Context: an optimization exercise on an open-source flow, tuned for small area. The choices shown serve that exercise and are no tape-out recipe.
Function was checked by simulation only, so behaviour that the tests miss may differ from the original.
Power is estimated from default activity; no workload was simulated.

<file path="flow/config.mk">
export PLATFORM = sky130hd
export DESIGN_NAME = memory_1r1w_write_first
export DESIGN_NICKNAME = memory_1r1w_write_first
export VERILOG_FILES = /design/flow/design.v
export SDC_FILE = /design/flow/constraint.sdc
export NUM_CORES = 4
export LEC_CHECK = 0
export CAP_MARGIN = 5
export CORE_MARGIN = 2
export CORE_UTILIZATION = 55
export SLEW_MARGIN = 5
export SYNTH_HIERARCHICAL = 1
</file>
<file path="flow/constraint.sdc">
create_clock -name core_clock -period 8.0 [get_ports {clock}]
set_input_delay 1.6000 -clock core_clock [delete_from_list [all_inputs] [get_ports {clock}]]
set_output_delay 1.6000 -clock core_clock [all_outputs]
set_load 0.01 [all_outputs]
</file>
<file path="flow/design.v">
package memory_pkg;
    localparam int MEM_DEPTH = 32;
    localparam int MEM_WIDTH = 64;
    typedef enum logic {INIT, READY} init_state_e;
    function automatic logic byte_parity(input logic [7:0] b);
        return (^b);
    endfunction
endpackage
module m1r1w_oai22 (input logic a1, a2, b1, b2, output logic y);
    assign y = ~((a1 | a2) & (b1 | b2));
endmodule
module m1r1w_aoi222 (input logic a1, a2, b1, b2, c1, c2, output logic y);
    assign y = ~((a1 & a2) | (b1 & b2) | (c1 & c2));
endmodule
module m1r1w_nand4 (input logic a, b, c, d, output logic y);
    assign y = ~(a & b & c & d);
endmodule
module m1r1w_nand3 (input logic a, b, c, output logic y);
    assign y = ~(a & b & c);
endmodule
module m1r1w_nor2 (input logic a, b, output logic y);
    assign y = ~(a | b);
endmodule
module m1r1w_mux2i (input logic s, a1, a0, output logic y);
    assign y = ~(s ? a1 : a0);
endmodule
module m1r1w_or3 (input logic a, b, c, output logic y);
    assign y = a | b | c;
endmodule
module m1r1w_inv (input logic a, output logic y);
    assign y = ~a;
endmodule
module memory_1r1w_write_first
#(
    parameter int DEPTH  = memory_pkg::MEM_DEPTH,
    parameter int WIDTH  = memory_pkg::MEM_WIDTH,
    parameter int ADDR_W = $clog2(DEPTH)
) (
    input  logic                 clock,
    input  logic                 reset,
    input  logic                 ren,
    input  logic [ADDR_W-1:0]    raddr,
    output logic                 rvalid,
    output logic [WIDTH-1:0]     rdata,
    output logic                 rerr,
    input  logic                 wen,
    input  logic [ADDR_W-1:0]    waddr,
    input  logic [WIDTH-1:0]     wdata,
    input  logic [WIDTH/8-1:0]   wmask,
    output logic                 busy
);
    localparam int NB = WIDTH / 8;
    localparam logic [ADDR_W-1:0] LAST = ADDR_W'(DEPTH - 1);
    logic [ADDR_W-1:0] cnt;
    logic              ph;
    always_ff @(posedge clock or negedge reset) begin
        if (!reset) begin
            busy <= 1'b1;
            cnt  <= '0;
            ph   <= 1'b0;
        end else begin
            if (busy) begin
                if (cnt == LAST) busy <= 1'b0;
                else             cnt  <= cnt + ADDR_W'(1);
            end
            ph <= ~busy & ~ph;
        end
    end
    logic [DEPTH-1:0] nws, hn;
    logic [NB-1:0]    nmb, mp1, mp0;
    logic [WIDTH-1:0] dcol;
    always_comb begin
        for (int k = 0; k < DEPTH; k++) begin
            nws[k] = ~(busy | (wen & (waddr == ADDR_W'(k))));
            hn[k]  = busy | ~(wen & (waddr == ADDR_W'(k)));
        end
        nmb = ~(wmask | {NB{busy}});
        mp1 = wmask & {NB{ph}};
        mp0 = wmask & {NB{~ph}};
    end
    genvar w, b, i, j;
    generate
        for (i = 0; i < WIDTH; i++) begin : g_col
            m1r1w_mux2i u_dcol (.s(wdata[i]), .a1(mp1[i/8]), .a0(mp0[i/8]), .y(dcol[i]));
        end
    endgenerate
    logic [WIDTH-1:0] q  [DEPTH];
    logic [WIDTH-1:0] qn [DEPTH];
    generate
        for (w = 0; w < DEPTH; w++) begin : g_w
            for (b = 0; b < NB; b++) begin : g_b
                logic we;
                m1r1w_nor2 u_we (.a(nws[w]), .b(nmb[b]), .y(we));
                for (i = b * 8; i < b * 8 + 8; i++) begin : g_i
                    m1r1w_oai22 u_d (.a1(q[w][i]), .a2(we), .b1(dcol[i]), .b2(hn[w]), .y(qn[w][i]));
                end
            end
        end
    endgenerate
    always_ff @(posedge clock) begin
        for (int k = 0; k < DEPTH; k++) q[k] <= qn[k];
    end
    logic [DEPTH-1:0] rs;           
    logic             rd_act, hold, s0, s1;
    always_comb begin
        for (int k = 0; k < DEPTH; k++) rs[k] = (raddr == ADDR_W'(k));
        rd_act = ~busy & ren;
        hold   = ~rd_act;
        s0     = rd_act & ~ph;
        s1     = rd_act & ph;
    end
    logic [WIDTH-1:0] rd_next;
    generate
        for (i = 0; i < WIDTH; i++) begin : g_rd
            logic [10:0] p;             
            logic [2:0]  x;             
            logic        o, on, rn;
            for (j = 0; j < 10; j++) begin : g_p
                m1r1w_aoi222 u_p (.a1(rs[3*j]),   .a2(qn[3*j][i]),
                                  .b1(rs[3*j+1]), .b2(qn[3*j+1][i]),
                                  .c1(rs[3*j+2]), .c2(qn[3*j+2][i]), .y(p[j]));
            end
            m1r1w_aoi222 u_p10 (.a1(rs[30]), .a2(qn[30][i]), .b1(rs[31]), .b2(qn[31][i]),
                                .c1(rs[31]), .c2(qn[31][i]), .y(p[10]));
            m1r1w_nand4 u_x0 (.a(p[0]), .b(p[1]), .c(p[2]),  .d(p[3]), .y(x[0]));
            m1r1w_nand4 u_x1 (.a(p[4]), .b(p[5]), .c(p[6]),  .d(p[7]), .y(x[1]));
            m1r1w_nand3 u_x2 (.a(p[8]), .b(p[9]), .c(p[10]), .y(x[2]));
            m1r1w_or3    u_o  (.a(x[0]), .b(x[1]), .c(x[2]), .y(o));
            m1r1w_inv    u_on (.a(o), .y(on));
            m1r1w_inv    u_rn (.a(rdata[i]), .y(rn));
            m1r1w_aoi222 u_d  (.a1(s0), .a2(o), .b1(s1), .b2(on), .c1(hold), .c2(rn),
                               .y(rd_next[i]));
        end
    endgenerate
    always_ff @(posedge clock or negedge reset) begin
        if (!reset) begin
            rvalid <= 1'b0;
            rdata  <= '0;
        end else begin
            rvalid <= rd_act;
            rdata  <= rd_next;
        end
    end
    assign rerr = 1'b0;
endmodule
</file>
<file path="flow/flow/run.sh">
#!/bin/bash
# Standard ORFS layout (the standard.sh), with smaller port buffers and a
# clock tree built from smaller buffers without dummy loads.
set -uo pipefail
bash standard.sh finish \
  "BUFFER_PORTS_ARGS=-buffer_cell sky130_fd_sc_hd__buf_1" \
  "CTS_ARGS=-sink_clustering_enable -repair_clock_nets -dont_use_dummy_load -buf_list sky130_fd_sc_hd__clkbuf_8 -sink_clustering_size 20 -sink_clustering_max_diameter 40" \
  > standard.log 2>&1
rc=$?
cp -r orfs/logs orfs_logs 2>/dev/null
exit $rc
</file>
<file path="flow/standard.sh">
#!/bin/bash
# synth_recipe.tcl (not shown) runs the flow's synth.tcl, then flattens the netlist and writes it again
# the make line also repeats each setting of config.mk as NAME=value (left out here)
make -C /OpenROAD-flow-scripts/flow DESIGN_CONFIG=/design/flow/config.mk WORK_HOME=/design/flow/orfs CLKGATE_MAP_FILE= SYNTH_SCRIPT=/design/flow/synth_recipe.tcl "${@:-finish}"
</file>
==> impl_results.md, run 1 <==
- Status: timing/DRC/antenna clean
- Synth Warn #: 10
- Pre-antenna DRT Iters: 13
- Boundary Pins: between 150 and 200
- HP Start: q[10][6]
- Vias per inst: 7.85
- Post-synth top flop: dfxtp_1
- Seq. cell area: 42,800 µm²
- Largest family of logic cells by synthesized area: compound AO/OA/AOI/OAI gates
- Final slew viol count: 0
- GR Overflow Total: 0
- Mapped cell area: 67,900 µm²
- Post-Layout Cell Count: 7,965
- Simple-Gate Fraction of Synth Area: approximately 4.6%
- CTS tree: built
- Core area: 122,000 µm²
- H-Tree Depth: 4
- Number of distinct library cells after synthesis: 33
- Wire length per cell: 35.5 µm
- Fin crit period: 5.39 ns
- Grt met1 use: 58.9%
- Final net count: 6,418
- DRT antenna net count: 0
- Post-Route Utilization: 62.2%
- Layout fillers: 10.1k
- Setup crit start kind: primary input
- Worst EP required: 8.84 ns
- Sink Count: roughly 2.1k
- CTS Hold Bufs: 0
- R2R Path Start: busy
- Hold crit path type: flip-flop to flip-flop
- Slew at the pin closest to its max-slew limit: 1.37 ns
- Clock Path Buffers: 3
- Multi-input logic area: 26,000 µm²
- Die Width: 355 µm
- Resize count post-CTS: 0
- RD Place Congestion: 0.894
- Synth Area in Adders: less than 1%
- Rel. slew slack: 8.13%
- Number of global-route vias before repair: 58.5k
- Busiest grt layer: met2
- Synthesis-to-finish area growth: 11.9%
- Clock transition at path regs: 0.08 ns
- Largest net degree at the start of global routing: 65
- Die ar.: 126,000 µm²
- Seq/Total Area, Yosys: 63.0%
- First-pass GRT wire length: ~400 mm
- Worst-path maximum fanout: 13
- Row cnt: 128
- Port buffer count: 151
- Vias: approximately 63k
- Async SR Flop Fraction: 3.40%
- RSZ-0062 raised after global routing: no
- Critical Path AT: 6.23 ns
- Synth Area in Compound Gates: a little under a third
- Latest clock arrival within the worst-skew pair: between 0.9 and 1 ns
- Worst vdd ir: approximately 0.21 mV
- Drt first-iter violations: 12.7k
- R2R depth: 9
- Leak pwr: 27.8 nW
- Routed WL: 283 mm
- XOR/XNOR share of the synthesized area: 0.0387%
- Max Clock Freq: 0.185 GHz
- Post-DP HPWL: approximately 170 mm
- Post-synth EDFFs: 0
- Final hold violation count: 0
- Setup Viol. Count Final: 0
- WS Path Type: primary input to flip-flop
- Total CTS buffers: 213
- Initial core utilization: 55.6%
- Pwr/cell area: 287 nW/µm²
- Total design power: 21.8 mW
- Cells after Synth: 5,838
- Proportion of synthesized area in mux cells: 0.977%
- Clock root cell: clkbuf_8
- Mean Syn Cell Area: roughly 12 µm²
- Fraction of layout cells with a size suffix above 1: roughly 8.6%
- #FFs+latches synth: approximately 2.1k
- Total placed cells including tap cells: 7,740
- Setup crit start: waddr[2]
- Fin Hold WS: between 0.4 and 0.5 ns
- CP Capture Type: flip-flop
- Overall Global Routing Usage: 42.9%
- Post-CTS Setup Repair Bufs: 0
- Max Cap Viol: 0
- Die Y: 355 µm
- # DRC: 0
- Antenna violations before repair: 19
- Setup TNS: 0 ns
- Crit share post-route: 67.4%
- Met2 Use GR: 59.3%
- Syn nets: roughly 5.9k
- Hold depth: 1
- Clock Skews: 0.0731 ns
- Met3 Use GR: between 10% and 20%
[final cells by class]
| class | count | share of cell area, % |
|---|---|---|
| antenna | 12 | 0.0395 |
| tap | 1625 | 2.68 |
| multi-input combinational | 3572 | 34.3 |
| sequential | 2120 | 56.3 |
| timing repair buffer | 294 | 2.16 |
| clock buffer | 213 | 3.86 |
| inverter | 129 | 0.637 |
[stage by stage]
step / instance area [µm²] / setup WS, ns
6_report: 76000 / 2.61
5_1_grt: 76000 / 2.52
4_1_cts: 75900 / 2.96
3_5_place_dp: 73000 / 1.94
3_3_place_gp: 73000 / 2.06
2_1_floorplan: 67900 / 1.20
[logic make-up after synthesis]
group	Yosys count
multiplexers	66
flip-flops	2120
AND/OR/NAND/NOR	652
adder cells (fa/ha/maj)	2
buffers and inverters	146
other	1
AO/OA/AOI/OAI	2848
XOR/XNOR	3
[routing by layer]
layer	vias to the layer above	wire [µm]	share of wire, %
met3	712	43700	15
li1	26200	-	-
met5	-	315	0.11
met4	36	13100	4.6
met2	4758	115000	41
met1	30800	111000	39
[cells in the mapped netlist, types with 16 or more instances]
library cell / instances / area [µm²]
o22ai_1: 2048 / 12800
dfxtp_1: 2048 / 41000
a21oi_1: 28 / 140
mux2i_1: 64 / 641
dfrtp_1: 71 / 1780
nand3_1: 65 / 325
a222oi_1: 768 / 7690
or3_1: 65 / 407
nand4_1: 129 / 807
nor2b_1: 16 / 100
nand2_1: 38 / 143
nor2_1: 308 / 1160
inv_1: 129 / 484
[Yosys stat by module (local to each module, per instance)]
module	flops+latches	copies in the design	area (µm²)
m1r1w_nand3	0	64	5.00
m1r1w_oai22	0	2048	6.26
m1r1w_or3	0	64	6.26
m1r1w_inv	0	128	3.75
m1r1w_mux2i	0	64	10.0
m1r1w_nor2	0	256	3.75
m1r1w_nand4	0	128	6.26
memory_1r1w_write_first	2120	1	43800
m1r1w_aoi222	0	768	10.0
[where the power goes]
group / total (mW) / leakage [nW] / switching, mW / internal, mW
combinational: 2.99 / 7.61 / 1.80 / 1.19
sequential: 13.0 / 18.7 / 0.553 / 12.4
clock: 5.84 / 1.53 / 3.49 / 2.35
[flip-flops by register name, summed over array words and instances, names as in the netlist]
register	count
busy	1
cnt	5
ph	1
q	2048
rdata	64
rvalid	1
[critical path: stages]
cell      delay, ns
buf_1          0.62
nand2b_1       0.21
nor2_1         0.51
a21oi_2        0.32
buf_4          0.29
nor2_1         0.89
o22ai_1        0.25
a222oi_1       0.61
nand4_1        0.17
or3_1          0.43
a222oi_1       0.32
[final timing paths]
path / slack [ns] / end
min: 0.44 / q[10][6]
max in group asynchronous: 5.94 / rdata[45]
min reg2reg: 0.44 / q[10][6]
min in group asynchronous: 0.70 / cnt[2]
max: 2.61 / rdata[3]
max reg2reg: 2.77 / rdata[6]
[layout by cell type, fill, tap and decap left out, drive strengths merged, types with 2 or more instances in the layout]
| cell | instances |
|---|---|
| nand4 | 129 |
| a222oi | 768 |
| inv | 129 |
| a31oi | 4 |
| mux2i | 64 |
| buf | 293 |
| or3 | 65 |
| dfrtp | 71 |
| nand3b | 4 |
| nor2b | 16 |
| and2 | 10 |
| nand2b | 6 |
| ha | 2 |
| o22ai | 2048 |
| clkbuf | 214 |
| nand2 | 38 |
| diode | 12 |
| or3b | 2 |
| a21oi | 28 |
| nand3 | 65 |
| nor3 | 4 |
| xnor2 | 2 |
| nor2 | 311 |
| dfxtp | 2048 |
| mux2 | 2 |
==> inputs of run 2 (changes only) <==
--- a/flow/config.mk
+++ b/flow/config.mk
@@ -7,6 +7,6 @@
 export LEC_CHECK = 0
-export CAP_MARGIN = 5
+export CAP_MARGIN = 0
 export CORE_MARGIN = 2
 export CORE_UTILIZATION = 55
-export SLEW_MARGIN = 5
+export SLEW_MARGIN = 0
 export SYNTH_HIERARCHICAL = 1
==> run 2 against run 1 <==
  * Still clean on timing, DRC and antenna
  * Combinational power about the same
  * Sequential share of layout area stayed put
  * Clock skew unchanged
  * Synthesized area is the same
  * Fmax unchanged
  * Hold slack is the same
  * Critical path type unchanged
  * Highest routed layer unchanged
==> impl_results.md, run 2 <==
- Final hold violation count: 0 (unchanged)
- Seq/Total Area, Yosys: 63.0% (unchanged)
- Leak pwr: 27.8 nW (unchanged)
- Total placed cells including tap cells: 7,740 (unchanged)
- Clock Path Buffers: 3 (unchanged)
- Max Clock Freq: 0.185 GHz (unchanged)
- Post-DP HPWL: 166 mm (unchanged)
- Core area: 122,000 µm² (unchanged)
- Cells after Synth: 5,838 (unchanged)
- RSZ-0062 raised after global routing: no
- Synthesis-to-finish area growth: 11.9% (unchanged)
- Setup crit start kind: primary input
- Vias per inst: 7.85 (unchanged)
- Boundary Pins: 153 (unchanged)
- GR Overflow Total: 0 (unchanged)
- Largest net degree at the start of global routing: 65 (unchanged)
- Sink Count: 2,120 (unchanged)
- Mapped cell area: 67,900 µm² (unchanged)
- Post-CTS Setup Repair Bufs: 0 (unchanged)
- Hold crit path type: flip-flop to flip-flop
- #FFs+latches synth: 2,120 (unchanged)
- Mean Syn Cell Area: 11.6 µm² (unchanged)
- Routed WL: 283 mm (unchanged)
- Async SR Flop Fraction: 3.40% (unchanged)
- Number of global-route vias before repair: 58.5k (unchanged)
- Top cells by count, synth: dfxtp_1 (2,048), o22ai_1 (2,048), a222oi_1 (768)
- First-pass GRT wire length: 402 mm (unchanged)
- Initial core utilization: 55.6% (unchanged)
- Fraction of layout cells with a size suffix above 1: 8.57% (unchanged)
- Clock root cell: clkbuf_8
- Top reg by flops: q
- Multi-input logic area: 26,000 µm² (unchanged)
- Wire length per cell: 35.5 µm (unchanged)
- Pre-antenna DRT Iters: 13 (unchanged)
- Vias: 62.6k (unchanged)
- Setup Viol. Count Final: 0 (unchanged)
- Synth Warn #: 10 (unchanged)
- Post-synth top flop: dfxtp_1
- Critical Path AT: 6.23 ns (about the same)
- Die ar.: 126,000 µm² (unchanged)
- Overall Global Routing Usage: 42.9% (unchanged)
- Clock Skews: 0.0731 ns (unchanged)
- Biggest regs: q: 2048 flops, rdata: 64 flops, cnt: 5 flops
- Final slew viol count: 0 (unchanged)
- Post-synth EDFFs: 0 (unchanged)
- Worst-path maximum fanout: 13 (unchanged)
- Setup TNS: 0 ns (unchanged)
- Status: timing/DRC/antenna clean
- Layout fillers: 10.1k (unchanged)
- H-Tree Depth: 4 (unchanged)
- Clock transition at path regs: 0.08 ns (about the same)
- Drt first-iter violations: 12.7k (unchanged)
- CP Capture Type: flip-flop
- Pwr/cell area: 287 nW/µm² (unchanged)
- CTS Hold Bufs: 0 (unchanged)
- Post-Layout Cell Count: 7,965 (unchanged)
- Die Y: 355 µm (unchanged)
- Rel. slew slack: 8.13% (unchanged)
- Total design power: 21.8 mW (unchanged)
- Crit share post-route: 67.4% (unchanged)
- CTS tree: built
- Post-synth top area cell: dfxtp_1
- Synth top area cells: dfxtp_1 (60%), o22ai_1 (19%), a222oi_1 (11%)
- Max FFs per register: 2,048 (unchanged)
- Worst vdd ir: 0.215 mV (unchanged)
- Seq. cell area: 42,800 µm² (unchanged)
- Total CTS buffers: 213 (unchanged)
- Max Cap Viol: 0 (unchanged)
- Slew at the pin closest to its max-slew limit: 1.37 ns (unchanged)
- DRT antenna net count: 0 (unchanged)
- # DRC: 0 (unchanged)
- Syn nets: 5,926 (unchanged)
- Worst EP required: 8.84 ns (about the same)
- Final net count: 6,418 (unchanged)
- Die Width: 355 µm (unchanged)
- Row cnt: 128 (unchanged)
- RD Place Congestion: 0.894 (unchanged)
- Area fraction of the dominant cell type after synthesis: 60.4% (unchanged)
- Antenna violations before repair: 19 (unchanged)
- Fin crit period: 5.39 ns (unchanged)
- Port buffer count: 151 (unchanged)
- Resize count post-CTS: 0 (unchanged)
- Latest clock arrival within the worst-skew pair: 0.97 ns (about the same)
- WS Path Type: primary input to flip-flop
- Most frequent cells in the layout: o22ai_1 (2,048), dfxtp_1 (2,048), a222oi_1 (768)
- Number of distinct library cells after synthesis: 33 (unchanged)
==> run 2: through the flow <==
step / hold slack [ns] / instance area (µm²) / util (%) / worst slack, ns
CTS: 0.439 / 75900 / 62.1 / 2.96
detailed placement: 0.431 / 73000 / 59.8 / 1.94
global placement: 0.424 / 73000 / 59.8 / 2.06
finish: 0.438 / 76000 / 62.2 / 2.61
floorplan: 0.417 / 67900 / - / 1.20
global route: 0.448 / 76000 / 62.2 / 2.52
==> run 2: power breakdown <==
group | switching (mW) | internal, mW
Combinational | 1.80 | 1.19
Clock | 3.49 | 2.35
Sequential | 0.553 | 12.4
==> run 2: final timing paths <==
path                          start   endpoint  slack (ns)  cells past startpoint
min in group asynchronous     reset     cnt[2]        0.70                      1
min reg2reg                q[10][6]   q[10][6]        0.44                      1
max                        waddr[2]   rdata[3]        2.61                     11
max in group asynchronous     reset  rdata[45]        5.94                      2
max reg2reg                    busy   rdata[6]        2.77                      9
min                        q[10][6]   q[10][6]        0.44                      1
==> run 2: area by class of cell <==
type	instances	area share, %
tap	1625	2.68
antenna	12	0.0395
inverter	129	0.637
multi-input combinational	3572	34.3
clock buffer	213	3.86
timing repair buffer	294	2.16
sequential	2120	56.3
==> run 2: worst max-delay path, stage by stage <==
cell and delay [ns]:
buf_1 0.62, nand2b_1 0.21, nor2_1 0.51, a21oi_2 0.32
buf_4 0.29, nor2_1 0.89, o22ai_1 0.25, a222oi_1 0.61
nand4_1 0.17, or3_1 0.43, a222oi_1 0.32
==> run 2: modules after synthesis (local to each module, per instance) <==
module | cells | copies in the design | area [µm²] | flip-flops and latches
m1r1w_aoi222 | 1 | 768 | 10.0 | 0
m1r1w_inv | 1 | 128 | 3.75 | 0
m1r1w_mux2i | 1 | 64 | 10.0 | 0
m1r1w_or3 | 1 | 64 | 6.26 | 0
m1r1w_nand3 | 1 | 64 | 5.00 | 0
memory_1r1w_write_first | 2318 | 1 | 43800 | 2120
m1r1w_oai22 | 1 | 2048 | 6.26 | 0
m1r1w_nand4 | 1 | 128 | 6.26 | 0
m1r1w_nor2 | 1 | 256 | 3.75 | 0
==> run 2: kinds of logic (layout without fill, tap and decap cells) <==
group	after synthesis	count (layout)	synth area share (%)
DFF	2120	2120	63.0
AOI/OAI and AO/OA	2848	2848	30.4
xor gates and xnor gates	3	3	0.0387
muxes	66	66	0.977
buffers and inverters	146	636	0.824
other	1	13	0.00552
and+or+nand+nor	652	652	4.64
adders and majority gates	2	2	0.0369
==> run 2: metal layers <==
metal / global-route usage (%) / routed length, µm / part of all wire (%)
met5: 0.453 / 315 / 0.11
met2: 59.3 / 115000 / 41
met4: 19.6 / 13100 / 4.6
met1: 58.9 / 111000 / 39
met3: 16.8 / 43700 / 15
==> inputs of run 3 (changes only) <==
--- a/flow/config.mk
+++ b/flow/config.mk
@@ -7,6 +7,6 @@
 export LEC_CHECK = 0
-export CAP_MARGIN = 0
+export CAP_MARGIN = 5
 export CORE_MARGIN = 2
-export CORE_UTILIZATION = 55
-export SLEW_MARGIN = 0
+export CORE_UTILIZATION = 60
+export SLEW_MARGIN = 5
 export SYNTH_HIERARCHICAL = 1
==> run 3 against run 2 <==
  * Still clean
  * Synthesized cell count stayed put
  * Final cell count decreased by 2.0%
  * Count of clock-buffer cells in the layout decreased by 22
  * Non-clock buffer count is 13 lower
  * Combinational power is 1% lower
  * Via count shrank 0.23%
  * Critical path depth down 1
  * Flip-flop and latch count unchanged
  * Largest power group unchanged
==> impl_results.md, run 3 <==
- Status: timing/DRC/antenna clean
- Post-Route Utilization: 67.1% (+5.0 points)
- RSZ-0062 raised after global routing: no
- First-pass GRT wire length: 388 mm (-3.6%)
- Antenna violations before repair: 11 (-8)
- Latest clock arrival within the worst-skew pair: 0.94 ns (-0.03 ns)
- Port buffer count: 151 (unchanged)
- Max Cap Viol: 0 (unchanged)
- R2R depth: 9 (unchanged)
- Routed WL: 270 mm (-4.3%)
- Syn nets: 5,926 (unchanged)
- Clock Skews: 0.0734 ns (+0.000315 ns)
- Vias: 62.4k (-0.23%)
- Post-synth top area cell: dfxtp_1
- Hold depth: 1 (unchanged)
- Vias per inst: 7.99 (+1.8%)
- Row cnt: 123 (-3.9%)
- Post-synth EDFFs: 0 (unchanged)
- Cells after Synth: 5,838 (unchanged)
- Number of distinct library cells after synthesis: 33 (unchanged)
- Mapped cell area: 67,900 µm² (unchanged)
- Async SR Flop Fraction: 3.40% (unchanged)
- Core area: 112,000 µm² (-8.1%)
- Sink Count: 2,120 (unchanged)
- H-Tree Depth: 4 (unchanged)
- Post-synth top flop: dfxtp_1
- Max FFs per register: 2,048 (unchanged)
- Top reg by flops: q
- Total design power: 21.5 mW (-1.7%)
- Initial core utilization: 60.4% (+4.9 points)
- Leak pwr: 27.5 nW (-1.3%)
- CTS tree: built
- Critical Path AT: 6.45 ns (+0.22 ns)
- Seq/Total Area, Yosys: 63.0% (unchanged)
- CP Capture Type: flip-flop
- Fin crit period: 5.65 ns (+0.259 ns)
- Layout fillers: 8,780 (-13%)
- Overall Global Routing Usage: 44.5% (+1.6 points)
- Largest net degree at the start of global routing: 65 (unchanged)
- Crit share post-route: 70.7% (+3.2 points)
- Wire length per cell: 34.6 µm (-2.4%)
- Worst-path maximum fanout: 13 (unchanged)
- Top cells by count, synth: dfxtp_1 (2,048), o22ai_1 (2,048), a222oi_1 (768)
- DRT antenna net count: 0 (unchanged)
- Clock root cell: clkbuf_8
- Most frequent cells in the layout: o22ai_1 (2,048), dfxtp_1 (2,048), a222oi_1 (768)
- Fraction of layout cells with a size suffix above 1: 8.07% (-0.49 points)
- Pwr/cell area: 284 nW/µm² (-0.98%)
- WS Path Type: primary input to flip-flop
- Final hold violation count: 0 (unchanged)
- Post-DP HPWL: 158 mm (-4.8%)
- CTS Hold Bufs: 0 (unchanged)
- Mean Syn Cell Area: 11.6 µm² (unchanged)
- Synthesis-to-finish area growth: 11.1%
- RD Place Congestion: 0.909 (+1.7%)
- Number of global-route vias before repair: 58.6k (+0.075%)
- Clock Path Buffers: 3 (unchanged)
- Die Y: 340 µm (-4.2%)
- Post-CTS Setup Repair Bufs: 0 (unchanged)
- GR Overflow Total: 0 (unchanged)
- Biggest regs: q: 2048 flops, rdata: 64 flops, cnt: 5 flops
- Clock transition at path regs: 0.09 ns (about the same)
- Drt first-iter violations: 12.5k (-1.6%)
- Synth Warn #: 10 (unchanged)
- Total CTS buffers: 191 (-10%)
- Slew at the pin closest to its max-slew limit: 1.33 ns (-0.0406 ns)
- Setup crit start kind: primary input
- Final slew viol count: 0 (unchanged)
- Boundary Pins: 153 (unchanged)
- Resize count post-CTS: 0 (unchanged)
- Pre-antenna DRT Iters: 13 (unchanged)
- Hold crit path type: flip-flop to flip-flop
- #FFs+latches synth: 2,120 (unchanged)
- Rel. slew slack: 11.1% (+2.9 points)
- Worst EP required: 8.80 ns (-0.04 ns)
- Setup TNS: 0 ns (unchanged)
- Max Clock Freq: 0.177 GHz (-4.6%)
- Worst vdd ir: 0.207 mV (-3.8%)
- Die Width: 340 µm (-4.2%)
- Final net count: 6,383 (-0.55%)
- # DRC: 0 (unchanged)
- Synth top area cells: dfxtp_1 (60%), o22ai_1 (19%), a222oi_1 (11%)
- Setup Viol. Count Final: 0 (unchanged)
- Die ar.: 116,000 µm² (-8.2%)
- Area fraction of the dominant cell type after synthesis: 60.4% (unchanged)
## run 3: cell counts after synthesis
No cell type changed its count.
## run 3: critical path, stage by stage
cell and delay, ns:
buf_1 0.20, nor2b_2 0.92, nor2b_1 0.59, a21oi_2 0.32
nor2_1 0.97, o22ai_1 0.27, a222oi_1 0.62, nand4_1 0.23
or3_1 0.41, a222oi_1 0.32
## run 3: worst paths after layout
kind / startpoint / end / slack [ns]
max: waddr[0] / rdata[30] / 2.35
min: q[28][57] / q[28][57] / 0.44
max reg2reg: busy / rdata[34] / 2.98
min reg2reg: q[28][57] / q[28][57] / 0.44
max in group asynchronous: reset / ph / 5.86
min in group asynchronous: reset / rdata[25] / 0.80
## run 3: logic make-up (layout without fill, tap and decap cells)
kind of cell	count (synthesis)	count (layout)	synth area share, %
AND/OR/NAND/NOR	652	652	4.64
XOR/XNOR	3	3	0.0387
flip-flops	2120	2120	63.0
other	1	16	0.00552
AO/OA/AOI/OAI	2848	2848	30.4
multiplexers	66	66	0.977
buffers and inverters	146	601	0.824
adder cells (fa/ha/maj)	2	2	0.0369
## run 3: Yosys stat by module (local to each module, per instance)
module	flip-flops and latches	cells	times used	area, µm²
m1r1w_nand4	0	1	128	6.26
m1r1w_or3	0	1	64	6.26
m1r1w_oai22	0	1	2048	6.26
m1r1w_nand3	0	1	64	5.00
m1r1w_nor2	0	1	256	3.75
memory_1r1w_write_first	2120	2318	1	43800
m1r1w_inv	0	1	128	3.75
m1r1w_aoi222	0	1	768	10.0
m1r1w_mux2i	0	1	64	10.0
## run 3: area by class of cell
type / count / area (µm²) / area share (%)
diodes: 15 / 37.5 / 0.0498
clock buffers: 191 / 2630 / 3.49
flip-flops and latches: 2120 / 42800 / 56.8
inverters: 129 / 484 / 0.642
repair buffers: 281 / 1550 / 2.05
well taps: 1500 / 1880 / 2.49
multi-input cells: 3572 / 26000 / 34.5
## run 3: per-stage QoR
| stage | setup WS (ns) | hold slack, ns | instance area, µm² | cells |
|---|---|---|---|---|
| floorplan | 1.20 | 0.417 | 67900 | 5838 |
| global placement | 1.90 | 0.424 | 72800 | 7602 |
| detailed placement | 1.81 | 0.431 | 72800 | 7602 |
| CTS | 2.77 | 0.439 | 75400 | 7793 |
| global route | 2.24 | 0.445 | 75400 | 7795 |
| finish | 2.35 | 0.435 | 75400 | 7808 |
## run 3: power by group
group | switching (mW) | total (mW) | internal, mW
Clock | 3.38 | 5.50 | 2.12
Combinational | 1.76 | 2.95 | 1.19
Sequential | 0.554 | 13.0 | 12.4
Total | 5.70 | 21.5 | 15.8
## run 3: layer usage
metal	part of all wire [%]	global-route usage [%]
met1	38	60.0
met2	40	61.0
met3	16	18.8
met4	5.3	22.4
met5	0.083	0

[separate check: timing with driven ports]
Ports are ideal in the flow. The routed layouts listed here were re-timed in OpenROAD.
Step 1 (the two cells are an assumption about what drives the block):
set clk [get_ports {clock}]
set_driving_cell -lib_cell sky130_fd_sc_hd__clkbuf_16 $clk
set_driving_cell -lib_cell sky130_fd_sc_hd__buf_2 [delete_from_list [all_inputs] $clk]
Step 2 moves the port delays by t, midway between the first and last clock arrival at a register: inputs arrive t later, outputs are due t later. That takes back most of the time a late clock gives input paths.
a / b / c = ideal ports / drivers / drivers and shift; a / b = the first two.
run	t (ns)	slack for setup (ns)	worst hold slack (ns)	worst slew at a driven data input, ns
run 1	1.018	2.607 / 2.641 / 1.623	0.438 / 0.438 / 0.438	0.05
run 2	1.018	2.607 / 2.641 / 1.623	0.438 / 0.438 / 0.438	0.05
run 3	0.979	2.348 / 2.308 / 1.330	0.435 / 0.435 / 0.435	0.13
After both steps every run listed still meets setup and hold. The setup slack of run 3, which loses most, moves by -0.040 ns with the drivers and by -1.018 ns with both steps.
